From an optimization exercise on the open Yosys and OpenROAD flow, aimed at small area, a short achievable clock period and few clock cycles per item; shortcuts taken in it are not production practice.
Power is estimated from default activity; no workload was simulated.

## run A
// text_to_integer_any_base_top
module text_to_integer_any_base_top (
	input  logic                      clk,
	input  logic                      arst_n,
	input  logic                      chars_valid,
	output logic                      chars_ready,
	input  logic [7:0]                chars_ch,
	output logic                      result_valid,
	input  logic                      result_ready,
	output logic signed [31:0]        result_value,
	output logic                      result_base_ok,
	input  logic                      cfg_valid,
	output logic                      cfg_ready,
	input  logic [1:0]                cfg_index,
	input  logic [63:0]               cfg_data
);
==> flow/config.mk <==
export PLATFORM = sky130hd
export DESIGN_NAME = text_to_integer_any_base_top
export DESIGN_NICKNAME = text_to_integer_any_base_top
export VERILOG_FILES = /design/flow/design.v
export SDC_FILE = /design/flow/constraint.sdc
export NUM_CORES = 4
export LEC_CHECK = 0
export CAP_MARGIN = 20
export CORE_MARGIN = 2
export CORE_UTILIZATION = 40
export CTS_BUF_LIST = sky130_fd_sc_hd__clkbuf_8
export SETUP_SLACK_MARGIN = 3.5
export SLEW_MARGIN = 20
==> flow/constraint.sdc <==
create_clock -name core_clock -period 7.0 [get_ports {clk}]
set_input_delay 1.4000 -clock core_clock [delete_from_list [all_inputs] [get_ports {clk}]]
set_output_delay 1.4000 -clock core_clock [all_outputs]
set_load 0.01 [all_outputs]
run.sh (not shown) runs the stock make flow with config.mk's settings and CLKGATE_MAP_FILE= SYNTH_SCRIPT=/design/flow/synth_recipe.tcl, a recipe that flattens the netlist after the stock synthesis.
> inputs changed (run A -> run B)
Settings: swapping 40 for 60 in CORE_UTILIZATION.
## What came out
- Diff run A -> run B | length of routed wiring on met1 | down by more than 10%
- Run B completed every stage of the flow, and the final layout passed the timing, DRC and antenna checks.
- Non-clock buffer count, run B vs run A: down by a little under 10%
- Per the comparison of run B with run A, overall die area saw a decrease; detailed-routed wire length on met2 saw a decrease; cell-internal power saw a decrease; relative area change from synthesis to final layout saw a decrease.
- Run A and run B ended up with nearly the same cell depth of the worst min-delay path.
- On total area of sequential cells, run A and run B are neck and neck.
- Run B against run A: number of clock buffers inserted by TritonCTS fell by 2; share of the core filled with cells rose by 22 points.
Inputs modified between run B and run C:
Settings: CORE_UTILIZATION changed from 60 to 40; CTS_BUF_LIST removed (was sky130_fd_sc_hd__clkbuf_8).
Findings:
- For switching share of power, run C and run B come out practically identical.
- Changes observed in run C relative to run B: stage delay of the slowest cell on the critical path neither gained nor lost much, peak ir drop on the vdd network lost 17%, sequential cell area in the final layout neither gained nor lost much, sequential fraction of total cell area lost 0.88 points.
- Compared with run B, run C shows a global router's overall resource usage that is 8.1 points lower.
- Of run C and run B, the lower clock network fraction of total power belongs to run B.
- Run C vs run B, origin of the worst setup path: u_parse.res_q vs u_parse.a_r[0]
#### Input delta (run D over run C)
Settings: CORE_UTILIZATION: 40 -> 70; CTS_BUF_LIST: unset -> sky130_fd_sc_hd__clkbuf_8.
--- outcome ---
In summary, run D completed successfully, with a layout that passed the timing, DRC and antenna checks.
Tightest hold margin was lower in the run labelled run C.
Run D vs run C — count of non-CTS buffers in the layout dropped 11.
When run D is set beside run C, its post-layout total power turns out to be about 5% smaller.
No run of this note included a check of the RTL's function; only the layout flow was run.

========
text_to_integer_any_base_top, a different RTL version from the one above (not shown whole).
Size in the first run: ~250 flip-flops, about 120 I/O pins, ~0.017 sq mm of cells after synthesis.
make LEC_CHECK=0 ABC_AREA=1 CAP_MARGIN=20 CORE_MARGIN=2 CORE_UTILIZATION=40 SETUP_SLACK_MARGIN=3.5 SLEW_MARGIN=20 finish   # period 7.0 ns
The starting point completed without violations.
Next try:
- ABC_AREA: 1 -> not set
- SETUP_SLACK_MARGIN: 3.5 -> 4.0
Effect:
- routed wire length fell by roughly a tenth
- area after synthesis goes down by a few percent
- worst setup slack gets better by 0.063 ns
- utilization climbs by 2.8 points
- final cell count fell by a quarter to a third
- hold slack degrades by 0.0031 ns
- critical path depth came out lower by 1
Next try:
- CORE_UTILIZATION: 40 -> 55
- SETUP_SLACK_MARGIN: 4.0 -> 3.5
Effect:
- maximum frequency decreases slightly
- design area falls by a few percent
- power went down slightly
Next try:
==> flow/flow/run.sh (new file) <==
#!/bin/bash
# Standard layout, with the port buffers made from the smallest buffer.
cp standard.sh standard_sh.log
export BUFFER_PORTS_ARGS="-buffer_cell sky130_fd_sc_hd__buf_1"
bash standard.sh > standard.log 2>&1
==> flow/standard.sh (new file) <==
#!/bin/bash
# synth_recipe.tcl (not shown) runs the flow's synth.tcl, then flattens the netlist and writes it again
# the make line also repeats each setting of config.mk as NAME=value (left out here)
make -C /OpenROAD-flow-scripts/flow DESIGN_CONFIG=/design/flow/config.mk WORK_HOME=/design/flow/orfs CLKGATE_MAP_FILE= SYNTH_SCRIPT=/design/flow/synth_recipe.tcl "${@:-finish}"
- CORE_UTILIZATION: 55 -> 40
removed: flow/run.sh
After rerunning:
- cell area falls by 1.4%
- non-clock buffer count rose by 16
- total power is lower by 0.76%
- cell count grows by 8.2%
- count of clock-buffer cells in the layout fell by 7
- via count increases by 0.88%
- combinational power went up by about 2%
- sequential share of layout area rises by 0.54 points
- synthesized cell count does not change
- setup slack got worse by 0.051 ns
Next try:
==> flow/run.sh (new file) <==
#!/bin/bash
# synth_recipe.tcl (not shown) runs the flow's synth.tcl, then flattens the netlist and writes it again
# the make line also repeats each setting of config.mk as NAME=value (left out here)
make -C /OpenROAD-flow-scripts/flow DESIGN_CONFIG=/design/flow/config.mk WORK_HOME=/design/flow/orfs CLKGATE_MAP_FILE= SYNTH_SCRIPT=/design/flow/synth_recipe.tcl finish
removed: flow/flow/run.sh
removed: flow/standard.sh
The new run completed without violations.
Setup slack gains 0.063 ns.
Fmax is higher by 1.8%.
Die area does not change.
Routed wire length is lower by 1.8%.
Clock-buffer cell count is higher by 5.
Cell count stays flat.
Flip-flop and latch count stays the same.
Total power is lower by 0.60%.
Sequential power hardly moves.
First-iteration DRC count is higher by 14%.
No run of this note included a check of the RTL's function; only the layout flow was run.

========
The RTL this note starts from:
==> flow/design.v <==
`timescale 1ns / 1ps
module tti_cfg (
	input  logic              clk,
	input  logic              arst_n,
	input  logic              cfg_valid,
	output logic              cfg_ready,
	input  logic [1:0]        cfg_index,
	input  logic [63:0]       cfg_data,
	output logic [15:0][7:0]  alpha,
	output logic [4:0]        radix,
	output logic [1:0]        written,
	output logic              cfg_fire
);
	logic [15:0][7:0] alpha_q;
	assign cfg_ready = 1'b1;
	assign cfg_fire  = cfg_valid;
	always_ff @(posedge clk) begin
		if (cfg_valid && (cfg_index == 2'd0))
			for (int k = 0; k < 8; k++) alpha_q[k] <= cfg_data[8*k +: 8];
		if (cfg_valid && (cfg_index == 2'd1))
			for (int k = 0; k < 8; k++) alpha_q[8+k] <= cfg_data[8*k +: 8];
	end
	always_ff @(posedge clk or negedge arst_n) begin
		if (!arst_n) begin
			radix   <= '0;
			written <= '0;
		end else if (cfg_valid) begin
			if (cfg_index == 2'd0) written[0] <= 1'b1;
			if (cfg_index == 2'd1) written[1] <= 1'b1;
			if (cfg_index == 2'd2) radix <= cfg_data[4:0];
		end
	end
	assign alpha = alpha_q;
endmodule
`timescale 1ns / 1ps
module tti_parse (
	input  logic              clk,
	input  logic              arst_n,
	input  logic              chars_valid,
	output logic              chars_ready,
	input  logic [7:0]        chars_ch,
	output logic              result_valid,
	input  logic              result_ready,
	output logic [31:0]       result_value,
	output logic              result_base_ok,
	input  logic [15:0][7:0]  alpha,
	input  logic [4:0]        radix,
	input  logic [1:0]        written,
	input  logic              cfg_fire
);
	localparam logic [1:0] PH_SPACE = 2'd0;
	localparam logic [1:0] PH_SIGN  = 2'd1;
	localparam logic [1:0] PH_DIGIT = 2'd2;
	localparam logic [1:0] PH_STOP  = 2'd3;
	logic       busy_q;      
	logic [3:0] row_q;       
	logic       bad_q;       
	logic       ok_q;        
	logic       c_v;         
	logic       c_row;       
	logic       c_last;      
	logic [7:0] c_ch;
	logic [1:0] ph_q;
	logic       neg_q;
	logic       hd_q;        
	logic       a_v;         
	logic       a_term;      
	logic       a_has;       
	logic [4:0] a_r;         
	logic [3:0] a_d;         
	logic       a_neg;       
	logic       res_q;
	logic        b_fire, a_free, c_free, c_load, c_go;
	logic [15:0] en, match;
	logic [3:0]  idx;
	logic        hit, is_nul, is_space, is_sign, is_minus;
	logic        radix_ok, last_row, row_bad;
	assign radix_ok = (radix >= 5'd2) && (radix <= 5'd16);
	assign last_row = ({1'b0, row_q} + 5'd1 == radix) || (row_q == 4'd15);
	assign b_fire      = a_v && !(a_term && res_q);
	assign a_free      = !a_v || b_fire;
	assign c_free      = !c_v || a_free;
	assign c_go        = c_v && a_free;
	assign chars_ready = c_free && !busy_q;
	assign c_load      = c_free || busy_q;
	always_ff @(posedge clk) begin
		if (c_load) begin
			c_ch <= busy_q ? alpha[row_q] : chars_ch;
		end
	end
	always_comb begin
		for (int k = 0; k < 16; k++) begin
			en[k]    = c_row ? (4'(k) < row_q - 4'd1) : (5'(k) < radix);
			match[k] = en[k] && (alpha[k] == c_ch);
		end
		idx = '0;
		for (int k = 0; k < 16; k++)
			if (match[k]) idx = idx | 4'(k);
	end
	assign hit      = |match;
	assign is_nul   = (c_ch == 8'h00);
	assign is_space = ((c_ch >= 8'h09) && (c_ch <= 8'h0D)) || (c_ch == 8'h20);
	assign is_sign  = (c_ch == 8'h2B) || (c_ch == 8'h2D);
	assign is_minus = (c_ch == 8'h2D);
	assign row_bad  = hit || is_nul || is_space || is_sign;
	always_ff @(posedge clk or negedge arst_n) begin
		if (!arst_n) begin
			busy_q <= 1'b0;
			row_q  <= '0;
			bad_q  <= 1'b0;
			ok_q   <= 1'b0;
			c_v    <= 1'b0;
			c_row  <= 1'b0;
			c_last <= 1'b0;
		end else begin
			if (c_load)
				c_v <= chars_valid && !busy_q;
			c_row  <= busy_q && !cfg_fire;
			c_last <= last_row;
			if (cfg_fire) begin
				busy_q <= 1'b1;
				row_q  <= '0;
				bad_q  <= 1'b0;
				ok_q   <= 1'b0;
			end else begin
				if (busy_q) begin
					row_q <= row_q + 4'd1;
					if (last_row)
						busy_q <= 1'b0;
				end
				if (c_row) begin
					bad_q <= bad_q || row_bad;
					if (c_last)
						ok_q <= !bad_q && !row_bad && radix_ok && written[0] && ((radix <= 5'd8) || written[1]);
				end
			end
		end
	end
	logic       dig_op;
	logic [1:0] ph_n;
	logic       neg_n, hd_n;
	always_comb begin
		dig_op = 1'b0;
		ph_n   = ph_q;
		neg_n  = neg_q;
		hd_n   = hd_q;
		if (is_nul) begin
			ph_n  = PH_SPACE;
			neg_n = 1'b0;
			hd_n  = 1'b0;
		end else if ((ph_q == PH_SPACE) && is_space) begin
		end else if (((ph_q == PH_SPACE) || (ph_q == PH_SIGN)) && is_sign) begin
			ph_n  = PH_SIGN;
			neg_n = neg_q ^ is_minus;
		end else if (ph_q != PH_STOP) begin
			if (hit && ok_q) begin
				dig_op = 1'b1;
				ph_n   = PH_DIGIT;
				hd_n   = 1'b1;
			end else begin
				ph_n = PH_STOP;
			end
		end
	end
	always_ff @(posedge clk or negedge arst_n) begin
		if (!arst_n) begin
			ph_q  <= PH_SPACE;
			neg_q <= 1'b0;
			hd_q  <= 1'b0;
			a_v   <= 1'b0;
		end else begin
			if (c_go) begin
				ph_q  <= ph_n;
				neg_q <= neg_n;
				hd_q  <= hd_n;
			end
			if (a_free)
				a_v <= c_v;
		end
	end
	always_ff @(posedge clk) begin
		if (a_free) begin
			a_term <= is_nul;
			a_has  <= hd_q;
			a_r    <= !(c_v && dig_op) ? 5'd1 : ((ph_q == PH_DIGIT) ? radix : 5'd0);
			a_d    <= (c_v && dig_op) ? idx : 4'd0;
			a_neg  <= c_v && dig_op && neg_q;
		end
	end
	localparam int BLK = 4;
	localparam int NB  = 32 / BLK;
	logic [31:0]   sum_q;
	logic [NB-1:1] cy_q;
	logic [31:0]   p0, p1, p2, p3, tx, cr;
	logic [31:0]   s1a, k1a, s1b, k1b, s2, k2, s3, k3;
	logic [31:0]   sum_n;
	logic [NB-1:1] cy_n;
	logic [31:0]   cy_vec;
	logic [31:0]   out_q;
	assign p0 = sum_q & {32{a_r[0]}};
	assign p1 = {sum_q[30:0] & {31{a_r[1]}}, a_neg};
	assign p2 = {sum_q[29:0], 2'b0} & {32{a_r[2]}};
	assign p3 = ({sum_q[28:0], 3'b0} & {32{a_r[3]}}) | ({sum_q[27:0], 4'b0} & {32{a_r[4]}});
	assign tx = {{28{a_neg}}, a_d ^ {4{a_neg}}};
	always_comb begin
		cr = '0;
		for (int b = 1; b < NB; b++)
			for (int i = 0; i < 5; i++)
				if (BLK * b + i < 32)
					cr[BLK*b+i] = cr[BLK*b+i] | (cy_q[b] & a_r[i]);
	end
	assign s1a = p0 ^ p1 ^ p2;
	assign k1a = {(p0[30:0] & p1[30:0]) | (p0[30:0] & p2[30:0]) | (p1[30:0] & p2[30:0]), 1'b0};
	assign s1b = p3 ^ cr ^ tx;
	assign k1b = {(p3[30:0] & cr[30:0]) | (p3[30:0] & tx[30:0]) | (cr[30:0] & tx[30:0]), 1'b0};
	assign s2  = s1a ^ k1a ^ s1b;
	assign k2  = {(s1a[30:0] & k1a[30:0]) | (s1a[30:0] & s1b[30:0]) | (k1a[30:0] & s1b[30:0]), 1'b0};
	assign s3  = s2 ^ k2 ^ k1b;
	assign k3  = {(s2[30:0] & k2[30:0]) | (s2[30:0] & k1b[30:0]) | (k2[30:0] & k1b[30:0]), 1'b0};
	always_comb begin
		logic [BLK:0] t;
		for (int b = 0; b < NB; b++) begin
			t = {1'b0, s3[BLK*b +: BLK]} + {1'b0, k3[BLK*b +: BLK]};
			sum_n[BLK*b +: BLK] = t[BLK-1:0];
			if (b < NB - 1)
				cy_n[b+1] = t[BLK];
		end
	end
	always_ff @(posedge clk) begin
		sum_q <= sum_n;
		cy_q  <= cy_n;
	end
	always_comb begin
		cy_vec = '0;
		for (int b = 1; b < NB; b++) cy_vec[BLK*b] = cy_q[b];
	end
	always_ff @(posedge clk) begin
		if (a_v && a_term && !res_q)
			out_q <= (sum_q + cy_vec) & {32{a_has}};
	end
	always_ff @(posedge clk or negedge arst_n) begin
		if (!arst_n)
			res_q <= 1'b0;
		else if (a_v && a_term && !res_q)
			res_q <= 1'b1;
		else if (result_ready)
			res_q <= 1'b0;
	end
	assign result_valid   = res_q;
	assign result_value   = out_q;
	assign result_base_ok = ok_q;
endmodule
`timescale 1ns / 1ps
module text_to_integer_any_base_top (
	input  logic                      clk,
	input  logic                      arst_n,
	input  logic                      chars_valid,
	output logic                      chars_ready,
	input  logic [7:0]                chars_ch,
	output logic                      result_valid,
	input  logic                      result_ready,
	output logic signed [31:0]        result_value,
	output logic                      result_base_ok,
	input  logic                      cfg_valid,
	output logic                      cfg_ready,
	input  logic [1:0]                cfg_index,
	input  logic [63:0]               cfg_data
);
	logic [15:0][7:0] alpha;
	logic [4:0]       radix;
	logic [1:0]       written;
	logic             cfg_fire;
	tti_cfg u_cfg (
		.clk       (clk),
		.arst_n    (arst_n),
		.cfg_valid (cfg_valid),
		.cfg_ready (cfg_ready),
		.cfg_index (cfg_index),
		.cfg_data  (cfg_data),
		.alpha     (alpha),
		.radix     (radix),
		.written   (written),
		.cfg_fire  (cfg_fire)
	);
	tti_parse u_parse (
		.clk            (clk),
		.arst_n         (arst_n),
		.chars_valid    (chars_valid),
		.chars_ready    (chars_ready),
		.chars_ch       (chars_ch),
		.result_valid   (result_valid),
		.result_ready   (result_ready),
		.result_value   (result_value),
		.result_base_ok (result_base_ok),
		.alpha          (alpha),
		.radix          (radix),
		.written        (written),
		.cfg_fire       (cfg_fire)
	);
endmodule
export LEC_CHECK = 0
export CAP_MARGIN = 20
export CORE_MARGIN = 2
export CORE_UTILIZATION = 40
export SETUP_SLACK_MARGIN = 3.3
export SLEW_MARGIN = 20
create_clock -name core_clock -period 7.0 [get_ports {clk}]
Stock flow here: none of the scripts above is used.
Edit:
SETUP_SLACK_MARGIN = 3.0   (was 3.3)
What happened: The changed run completed without violations; sequential cell count does not change; sequential share of layout area rises by 0.20 points; wire length falls by about 0.55%; clock skew falls by 3.7 ps; die area stays the same; total power rises by about 1%; register-to-register slack is worse by 40 ps; global-route usage falls by 0.12 points; setup slack is worse by 40 ps; hold slack is about the same; utilization falls by 0.29 points.
Function was not checked in any run of this note: the RTL went through the layout flow alone.

==> re-timing with driven ports <==
No port has a modelled driver above. Below, the same layouts with a new extraction and two added sets of constraints. Step 1 assumes that a clkbuf_16 drives the clock port and a buf_2 every other input. Step 2 also shifts input and output timing later by t, the mid clock arrival at the registers, as if the neighbouring blocks saw the same clock. Slacks: no drivers / after step 1 / after step 2; pairs: no drivers / after step 1.
run	t, ns	setup WS [ns]	hold WS [ns]	slew at the worst register clock pin (ns)
run A	0.657	3.661 / 3.661 / 3.427	0.455 / 0.455 / 0.455	0.07 / 0.07
run B	0.592	3.616 / 3.616 / 3.476	0.453 / 0.453 / 0.453	0.07 / 0.07
run C	0.623	3.629 / 3.575 / 3.460	0.452 / 0.452 / 0.452	0.07 / 0.07
run D	0.605	3.624 / 3.578 / 3.467	0.475 / 0.475 / 0.475	0.07 / 0.07
the first run of note 2	0.631	3.530 / 3.530 / 3.427	0.463 / 0.463 / 0.463	0.06 / 0.06
the second run of note 2	0.623	3.594 / 3.594 / 3.594	0.460 / 0.460 / 0.460	0.07 / 0.07
the third run of note 2	0.613	3.574 / 3.534 / 3.390	0.465 / 0.465 / 0.465	0.06 / 0.06
the fourth run of note 2	0.631	3.523 / 3.523 / 3.495	0.468 / 0.468 / 0.468	0.06 / 0.06
the fifth run of note 2	0.613	3.586 / 3.586 / 3.381	0.462 / 0.462 / 0.462	0.06 / 0.06
the first run of note 3	0.627	3.462 / 3.455 / 3.023	0.454 / 0.454 / 0.454	0.06 / 0.06
the second run of note 3	0.635	3.422 / 3.422 / 3.307	0.452 / 0.452 / 0.452	0.07 / 0.07
After both steps setup and hold are still met in every run listed. The setup slack of the first run of note 3, which loses most, moves by -0.007 ns with the drivers and by -0.439 ns with both steps.
